Source: an optimization exercise on an open RTL-to-GDS flow (aim: small area, a short achievable clock period and few clock cycles per item). Production flows keep margins and buffers that such runs may drop.
Function was checked by simulation only, so behaviour that the tests miss may differ from the original.

==> build 5 <==
Design garner_mixed_radix_digits_unit, start of the top module:
module garner_mixed_radix_digits_unit #(
    parameter int unsigned MAX_MODULI = 16
) (
    input  logic          i_clk,
    input  logic          i_rst_n,
    input  logic          i_valid,
    output logic          o_ready,
    input  logic [63:0]   i_data,
    output logic          o_valid,
    input  logic          i_ready,
    output logic [32:0]   o_data
);
clock: 10.0 ns
lec_check: 0
cap_margin: 20
core_margin: 2
core_utilization: 40
slew_margin: 20
run.sh (not shown) runs the stock make flow with config.mk's settings and CLKGATE_MAP_FILE= SYNTH_SCRIPT=/design/flow/synth_recipe.tcl, a recipe that flattens the netlist after the stock synthesis.
==> trial 49: changes against build 5 <==
--- a/flow/design.v
+++ b/flow/design.v
@@ -162,10 +162,11 @@
     localparam logic [3:0] P_FCHAIN  = 4'd9;
     localparam logic [3:0] P_EINIT   = 4'd11;
     localparam logic [3:0] P_ESQR    = 4'd12;
     localparam logic [3:0] P_EMUL    = 4'd13;
     localparam logic [3:0] P_FINAL   = 4'd14;
+    localparam logic [3:0] P_ESQRF   = 4'd15;    
     localparam logic [2:0] WB_NONE = 3'd0;    
     localparam logic [2:0] WB_F0   = 3'd1;    
     localparam logic [2:0] WB_F1   = 3'd2;    
     localparam logic [2:0] WB_D    = 3'd4;    
     localparam logic [2:0] WB_S    = 3'd5;    
@@ -179,15 +180,15 @@
     logic          r_eos;
     logic          r_slow;
     logic [4:0]    r_s;
     logic [4:0]    r_t;            
     logic [W-1:0]  r_mp;
-    logic [W-1:0]  r_one;
+    logic          r_m1;           
+    logic [W-1:0]  w_one;          
     logic [31:0]   r_mu;
     logic [33:0]   r_mu3;          
     logic [32:0]   r_nmp3;         
-    logic [32:0]   r_mp3;          
     logic [W-1:0]  r_dvr;
     logic [W-1:0]  r_rsr;          
     logic [5:0]    r_dvt;
     logic          r_qv;
     logic [2:0]    r_qst;
@@ -210,10 +211,11 @@
     logic [1:0]    r_wrem;         
     logic [1:0]    r_ww;           
     logic          r_chk, r_chk0;  
     logic          r_ckv, r_ck0;   
     logic [1:0]    r_cks;
+    logic [W-1:0]  r_ckx;          
     logic          r_finf;         
     logic [2:0]    r_ivst;
     logic [4:0]    r_ivc;
     logic [W-1:0]  r_ku, r_kv;
     logic [W:0]    r_kr, r_ks;
@@ -230,11 +232,10 @@
     logic [4:0]    r_pos;
     logic [3:0]    r_pt;           
     logic          r_stp;          
     logic [3:0]    r_sti;
     logic [W-1:0]  r_stm;
-    logic [W-1:0]  r_std;
     logic          r_ovalid;
     logic [32:0]   r_out;
     logic [W-1:0]  r_a0, r_b0;
     logic [W-1:0]  r_p0, r_p1, r_p2, r_p3;
     logic [2:0]    r_wb0, r_wb1, r_wb2, r_wb3;
@@ -242,14 +243,15 @@
     logic [2*W-1:0] w_head, w_tap;
     logic [W-1:0]  w_hm;
     logic [W-1:0]  w_tm, w_td;     
     logic [1:0]    w_tsel;
     assign w_slot = r_ph[1:0];
+    assign w_one  = r_m1 ? '0 : (31'd1 << r_s);
     gmrd_ram #(.WIDTH(2*W), .DEPTH(MAX_MODULI)) u_store (
         .i_clk   (i_clk),
         .i_we    (r_stp && (r_ph == r_sti)),
-        .i_wdata ({r_stm, r_std}),
+        .i_wdata ({r_stm, r_out[32:2]}),
         .i_tsel  (w_tsel),
         .o_head  (w_head),
         .o_tap   (w_tap)
     );
     assign w_hm = w_head[2*W-1:W];
@@ -271,11 +273,11 @@
     logic [W-1:0] w_sx, w_sy;
     logic [W:0]   w_redd, w_redp;
     logic [W-1:0] w_dnew;
     assign w_t1 = {1'b0, w_r3} - {3'b0, r_mp};
     assign w_t2 = {1'b0, w_r3} - {2'b0, r_mp, 1'b0};
-    assign w_t3 = {1'b0, w_r3} - {1'b0, r_mp3};
+    assign w_t3 = {1'b0, w_r3} - {3'b0, r_mp} - {2'b0, r_mp, 1'b0};
     assign w_z  = !w_t3[33] ? w_t3[W-1:0] :
                   (!w_t2[33] ? w_t2[W-1:0] : (!w_t1[33] ? w_t1[W-1:0] : w_r3[W-1:0]));
     assign w_F0 = (r_wb3 == WB_F0) ? w_z : r_p3;
     assign w_F1 = (r_wb3 == WB_F1) ? w_z : r_p3;
     assign w_sx   = (r_dk == 2'd2) ? r_d : r_dz;
@@ -297,10 +299,12 @@
     logic [4:0]   w_wpos;          
     logic         w_wb0, w_wb1, w_wb2;
     logic [1:0]   w_wlen, w_widx;
     logic [W-1:0] w_const;         
     logic         w_cact, w_tact;  
+    logic         w_lact;          
+    logic         w_clast;         
     logic [3:0]   w_cjm1;
     logic [3:0]   w_tent;          
     assign w_rem  = r_n - {1'b0, r_g, 2'b00};
     assign w_last = (w_rem > 5'd4) ? 5'd3 : (w_rem - 5'd1);
     assign w_hact  = (w_slot == r_hp) && !r_hwait;
@@ -314,10 +318,12 @@
     end
     assign w_e0b   = (r_pos != 5'd31) && w_e[r_pos];
     assign w_cjm1  = r_cj - 4'd1;
     assign w_cact  = (w_slot == r_cj[1:0]) && ({1'b0, r_cj} < r_n) && !r_cnoc;
     assign w_tact  = (w_slot == w_cjm1[1:0]) && (r_cj != 4'd0) && !r_cwrap;
+    assign w_clast = ({1'b0, r_cj} + 5'd1 == r_n) && !r_cnoc;
+    assign w_lact  = w_clast && (r_cj[1:0] != 2'd3) && (w_slot == r_cj[1:0] + 2'd1);
     assign w_tent  = (r_pt == P_FCHAIN) ? ((w_slot == r_cj[1:0]) ? r_cj : w_cjm1)
                                         : {r_g, w_slot};
     assign w_tsel  = w_tent[3:2] - r_ph[3:2];
     assign w_wpos = (r_gst == F_INIT) ? (5'd30 - r_s) : r_pos;
     assign w_wb0  = (w_wpos != 5'd0) && r_m[w_wpos];
@@ -344,21 +350,21 @@
             4'b11_10: w_const = 31'd16807;
             default:  w_const = 31'd823543;
         endcase
     end
     always_comb begin
-        w_shin = r_d;
+        w_shin = (r_finf && (r_wb3 == WB_D)) ? w_z : ((r_dk == 2'd1) ? r_dz : r_d);
         w_raw  = 1'b0;
         w_rawv = w_hm;
-        w_b    = r_one;
+        w_b    = w_one;
         w_p    = w_F0;
         w_wb   = WB_NONE;
         case (r_pt)
             P_CONV: begin
                 w_raw  = 1'b1;
                 w_rawv = w_hm;
-                w_p    = r_one;
+                w_p    = w_one;
                 w_wb   = WB_F1;
             end
             P_MUL: begin
                 w_shin = w_F0;
                 w_b    = w_F1;
@@ -390,37 +396,49 @@
                     w_b    = w_F0;
                     w_p    = w_F1;
                     w_wb   = WB_D;
                 end else begin
                     w_shin = w_F0;
-                    w_b    = r_one;
+                    w_b    = w_one;
                     w_p    = w_F1;
                     w_wb   = WB_F0;
                 end
             end
             P_FCHAIN: begin
                 w_raw = 1'b1;
                 if (w_cact) begin
-                    w_rawv = w_tm;
+                    w_rawv = w_clast ? r_stm : w_tm;
                     w_b    = r_pp;
                     w_p    = r_pp;
                     w_wb   = WB_P;
+                end else if (w_lact) begin
+                    w_rawv = r_out[32:2];
+                    w_b    = r_pp;
+                    w_wb   = WB_S;
                 end else if (w_tact) begin
-                    w_rawv = w_td;
+                    w_rawv = ({1'b0, r_cj} == r_n) ? r_out[32:2] : w_td;
                     w_b    = w_F1;
                     w_wb   = WB_S;
                 end
             end
             P_EINIT: begin
                 w_raw  = 1'b1;
                 w_rawv = w_const;
                 w_wb   = WB_F0;
             end
-            P_ESQR: begin
-                w_shin = w_F0;
-                w_b    = w_F0;
-                w_wb   = WB_F0;
+            P_ESQR, P_ESQRF: begin
+                if (r_pt == P_ESQRF && w_slot == 2'd0) begin
+                    w_raw  = 1'b1;
+                    w_rawv = r_kr[W-1:0];
+                    w_b    = r_d;
+                    w_p    = '0;
+                    w_wb   = WB_D;
+                end else begin
+                    w_shin = w_F0;
+                    w_b    = w_F0;
+                    w_wb   = WB_F0;
+                end
             end
             P_EMUL: begin
                 w_raw  = 1'b1;
                 w_rawv = w_const;
                 w_b    = w_F0;
@@ -450,18 +468,20 @@
     logic [4:0]    n_pos;
     logic          n_pdone, n_wpend, n_chk, n_chk0;
     logic [1:0]    n_wrem, n_ww;
     logic          w_ivok;
     logic          w_chkhit;       
+    logic [3:0]    w_okeff;
     logic          n_slow;
     logic          w_fast;
     logic          w_aligned;
     logic [4:0]    w_cj;           
     logic [2:0]    w_gst;
     assign w_fast    = !r_slow && r_m[0] && (r_m != 31'd1);
     assign w_chkhit  = r_ckv &&
-                       (({1'b0, r_b0} + {1'b0, r_one} == {1'b0, r_mp}) || (r_ck0 && (r_b0 == r_one)));
+                       (({1'b0, r_ckx} + {1'b0, w_one} == {1'b0, r_mp}) || (r_ck0 && (r_ckx == w_one)));
+    assign w_okeff   = r_ok | (w_chkhit ? (4'd1 << r_cks) : 4'd0);
     assign w_aligned = !r_stp && (r_ph[3:2] + 2'd1 == r_g);
     assign w_gst     = (r_ist == I_START) ? (w_fast ? F_CHAIN : G_ALIGN) : r_gst;
     assign w_cj      = (r_ist == I_START) ? 5'd0 : r_cnext;
     always_comb begin
         n_ist   = r_ist;
@@ -551,24 +571,22 @@
                                 n_ist = I_FIN;
                             end
                         end
                     end
                     F_CHAIN: begin
-                        if (!(r_stp && (w_cj + 5'd1 >= r_n))) begin
-                            n_pt    = P_FCHAIN;
-                            n_cj    = w_cj[3:0];
-                            n_cnoc  = 1'b0;
-                            n_cwrap = 1'b0;
-                            if ((w_cj[1:0] == 2'd0) && (w_cj != 5'd0) && (w_cj != r_n) &&
-                                !(r_cnoc && (r_ist == I_GRP))) begin
-                                n_cnoc = 1'b1;
-                            end else begin
-                                n_cwrap = r_cnoc && (r_ist == I_GRP);
-                                n_cnext = w_cj + 5'd1;
-                                if (w_cj == r_n) begin
-                                    n_gst = F_INIT;
-                                end
+                        n_pt    = P_FCHAIN;
+                        n_cj    = w_cj[3:0];
+                        n_cnoc  = 1'b0;
+                        n_cwrap = 1'b0;
+                        if ((w_cj[1:0] == 2'd0) && (w_cj != 5'd0) && (w_cj != r_n) &&
+                            !(r_cnoc && (r_ist == I_GRP))) begin
+                            n_cnoc = 1'b1;
+                        end else begin
+                            n_cwrap = r_cnoc && (r_ist == I_GRP);
+                            n_cnext = w_cj + 5'd1;
+                            if ((w_cj == r_n) || ((w_cj + 5'd1 == r_n) && (w_cj[1:0] != 2'd3))) begin
+                                n_gst = F_INIT;
                             end
                         end
                     end
                     F_INIT: begin
                         n_pt    = P_EINIT;
@@ -592,10 +610,14 @@
                             n_pdone = (r_pos == 5'd0);
                             if (!w_wb0) begin
                                 n_chk  = (r_pos < r_t);
                                 n_chk0 = (r_pos + 5'd1 == r_t);
                                 n_pos  = r_pos - 5'd1;
+                                if ((r_pos == 5'd0) && (r_ivst == IV_DONE) && w_ivok && (r_pp != '0)) begin
+                                    n_pt  = P_ESQRF;
+                                    n_ist = I_FIN;
+                                end
                             end else begin
                                 n_wpend = 1'b1;
                                 n_wrem  = w_wlen;
                                 n_ww    = w_widx;
                                 n_pdone = (r_pos == {3'b0, w_wlen});
@@ -622,23 +644,25 @@
     assign w_kuv  = {1'b0, r_ku} - {1'b0, r_kv};
     assign w_kvu  = {1'b0, r_kv} - {1'b0, r_ku};
     assign w_krs  = {1'b0, r_kr} + {1'b0, r_ks};
     assign w_krm  = {1'b0, r_kr} - {2'b0, r_m};
     assign w_kmr  = {1'b0, r_m} - r_kr;
-    assign w_dh   = {1'b0, r_d} + (((r_d & r_one) != '0) ? {1'b0, r_mp} : '0);
+    assign w_dh   = {1'b0, r_d} + (((r_d & w_one) != '0) ? {1'b0, r_mp} : '0);
     logic [4:0]   w_s, w_t;
     always_comb begin
         w_s = 5'd0;
         for (int i = 0; i < W; i++) begin
             if (r_qm[i]) w_s = 5'(W - 1 - i);
         end
         w_t = 5'd0;
         for (int i = W - 1; i >= 1; i--) begin
-            if (r_m[i]) w_t = 5'(i);
+            if (r_qm[i]) w_t = 5'(i);
         end
     end
     logic [W-1:0] w_qone;
+    logic [31:0]  w_qmuc;
+    assign w_qmuc  = r_qdvq32 ? 32'hFFFF_FFFF : r_qmu;
     logic [W:0]   w_dv2, w_rs2;
     logic [W+1:0] w_dvsub, w_rssub;
     assign w_qone  = (r_qm == 31'd1) ? '0 : (31'd1 << r_qs);
     assign w_dv2   = {r_dvr, 1'b0};
     assign w_dvsub = {1'b0, w_dv2} - {2'b0, r_qmp};
@@ -692,17 +716,18 @@
             r_dpend <= 1'b1;
         end
         if (r_wb3 == WB_P) begin
             r_pp <= w_z;
         end
-        r_ckv <= (r_pt == P_ESQR) && r_chk;
+        r_ckv <= ((r_pt == P_ESQR) || (r_pt == P_ESQRF)) && r_chk;
         r_ck0 <= r_chk0;
         r_cks <= w_slot;
+        r_ckx <= w_F0;
         if (w_chkhit) begin
             r_ok[r_cks] <= 1'b1;
         end
-        if (n_pt == P_FINAL && w_slot == 2'd3) begin
+        if ((n_pt == P_FINAL || n_pt == P_ESQRF) && w_slot == 2'd3) begin
             r_finf <= 1'b1;
         end
         case (r_ivst)
             IV_SHIFT: begin
                 if (r_ivc == 5'd0) begin
@@ -808,64 +833,63 @@
                     r_eos  <= r_qeos;
                     r_n    <= r_count;
                     r_slow <= 1'b0;
                     r_s    <= r_qs;
                     r_mp   <= r_qmp;
-                    r_mu   <= r_qdvq32 ? 32'hFFFF_FFFF : r_qmu;
+                    r_mu   <= w_qmuc;
                     r_d    <= r_rsr;
                     r_d0   <= r_rsr;
+                    r_mu3  <= {2'b00, w_qmuc} + {1'b0, w_qmuc, 1'b0};
+                    r_nmp3 <= (~{2'b00, r_qmp}) + {~{1'b0, r_qmp}, 1'b0};
+                    r_t    <= w_t;
+                    r_m1   <= (r_qm == 31'd1);
                     if (r_count >= 5'(MAX_MODULI)) begin
                         r_ist <= I_OVF;
                     end else if (r_qm == '0) begin
                         r_d     <= '0;
                         r_s     <= 5'd0;
                         r_dpend <= 1'b0;
                         r_ist   <= I_FIN;
                     end else begin
-                        r_ist <= I_NORM;
+                        r_ist <= I_START;
                     end
                 end
             end
-            I_NORM: begin
-                r_mu3   <= {2'b00, r_mu} + {1'b0, r_mu, 1'b0};
-                r_nmp3  <= (~{2'b00, r_mp}) + {~{1'b0, r_mp}, 1'b0};
-                r_mp3   <= {2'b00, r_mp} + {1'b0, r_mp, 1'b0};
-                r_t     <= w_t;
-                r_one   <= (r_m == 31'd1) ? '0 : (31'd1 << r_s);
-                r_ist   <= I_START;
-            end
             I_START: begin
-                r_pp   <= r_one;
+                r_pp   <= w_one;
                 r_ok   <= 4'b0000;
                 r_ivst <= IV_IDLE;
                 r_d    <= r_d0;
             end
             I_FIN: begin
-                if (!r_dpend && (w_wb != WB_D) && (r_pt == P_IDLE)) begin
-                    r_finf <= 1'b0;
-                    if (r_finf && (r_ok != 4'b1111)) begin
-                        r_slow <= 1'b1;
-                        r_ist  <= I_START;
-                    end else begin
-                        r_ist <= I_OUT;
+                if (r_finf) begin
+                    if ((r_wb3 == WB_D) && (r_pt == P_IDLE)) begin
+                        r_finf <= 1'b0;
+                        if (w_okeff != 4'b1111) begin
+                            r_slow <= 1'b1;
+                            r_ist  <= I_START;
+                        end else begin
+                            r_ist <= I_OUT;
+                        end
                     end
+                end else if (!r_dpend && (w_wb != WB_D) && (r_pt == P_IDLE)) begin
+                    r_ist <= I_OUT;
                 end
             end
             I_OUT: begin
                 if (w_outfree && !r_stp) begin
                     r_out    <= {r_a0, r_eos, 1'b0};
                     r_ovalid <= 1'b1;
                     r_stp    <= 1'b1;
                     r_sti    <= r_n[3:0];
                     r_stm    <= r_m;
-                    r_std    <= r_a0;
                     r_count  <= r_eos ? 5'd0 : r_n + 5'd1;
                     r_ist    <= I_IDLE;
                 end
             end
             I_OVF: begin
-                if (w_outfree) begin
+                if (w_outfree && !r_stp) begin
                     r_out    <= {{W{1'b0}}, r_eos, 1'b1};
                     r_ovalid <= 1'b1;
                     if (r_eos) begin
                         r_count <= 5'd0;
                     end
CORE_UTILIZATION = 55   (was 40)
PLACE_DENSITY = 0.7   (was default)
SETUP_SLACK_MARGIN = 1.0   (was default)
==> flow_summary_export.csv <==
group,metric,value,unit
final_layout,finalNonFillerCells,21783,
setup_path,r2r_end,"u_mm.r_q3[28]",
setup_path,cp_slowest_stage_delay,0.57,ns
logic_synthesis,syn_inst,16671,
final_layout,fill_cells,38064,
final_layout,multi_input_area_share,0.563,
run_status,status,"finished clean",
final_layout,buf_share,0.0233,
the above is filed under build 5

==> flow_summary_export.csv <==
group,metric,value,unit
setup_path,cp_slowest_stage_delay,0.56,ns
run_status,status,"finished clean",
logic_synthesis,syn_inst,17107,
final_layout,multi_input_area_share,0.575,
final_layout,buf_share,0.0372,
setup_path,r2r_end,"u_mm.r_q3[31]",
final_layout,finalNonFillerCells,20975,
the above is filed under trial 49

Testbench counts of build 5, summed over its fixed seeds: cycles 37,700, items 239.
Testbench counts of trial 49, summed over its fixed seeds: cycles 35,224, items 239.

re-timing with driven ports:
The flow's constraints put no driver on any port. The routed layouts listed below were extracted and timed again, unchanged, in two steps.
Step 1: set_driving_cell puts a clkbuf_16 on i_clk and a buf_2 on each other input, an assumption about the parent block.
Step 2 times the ports against the registers' clock, not the clock port: input delays grow and output delays shrink by t, the midpoint of the rising clock arrivals with the driver on.
Slacks: ideal ports / drivers / drivers and shift; pairs: ideal ports / drivers.
run	shift t [ns]	setup WS [ns]	hold slack, ns	clock arrival spread, ns
build 5	1.042	0.559 / 0.559 / 0.559	0.211 / 0.211 / 0.211	0.122 / 0.122
trial 49	1.018	1.187 / 1.187 / 1.187	0.231 / 0.231 / 0.231	0.139 / 0.139
After both steps setup and hold are still met in every run listed.
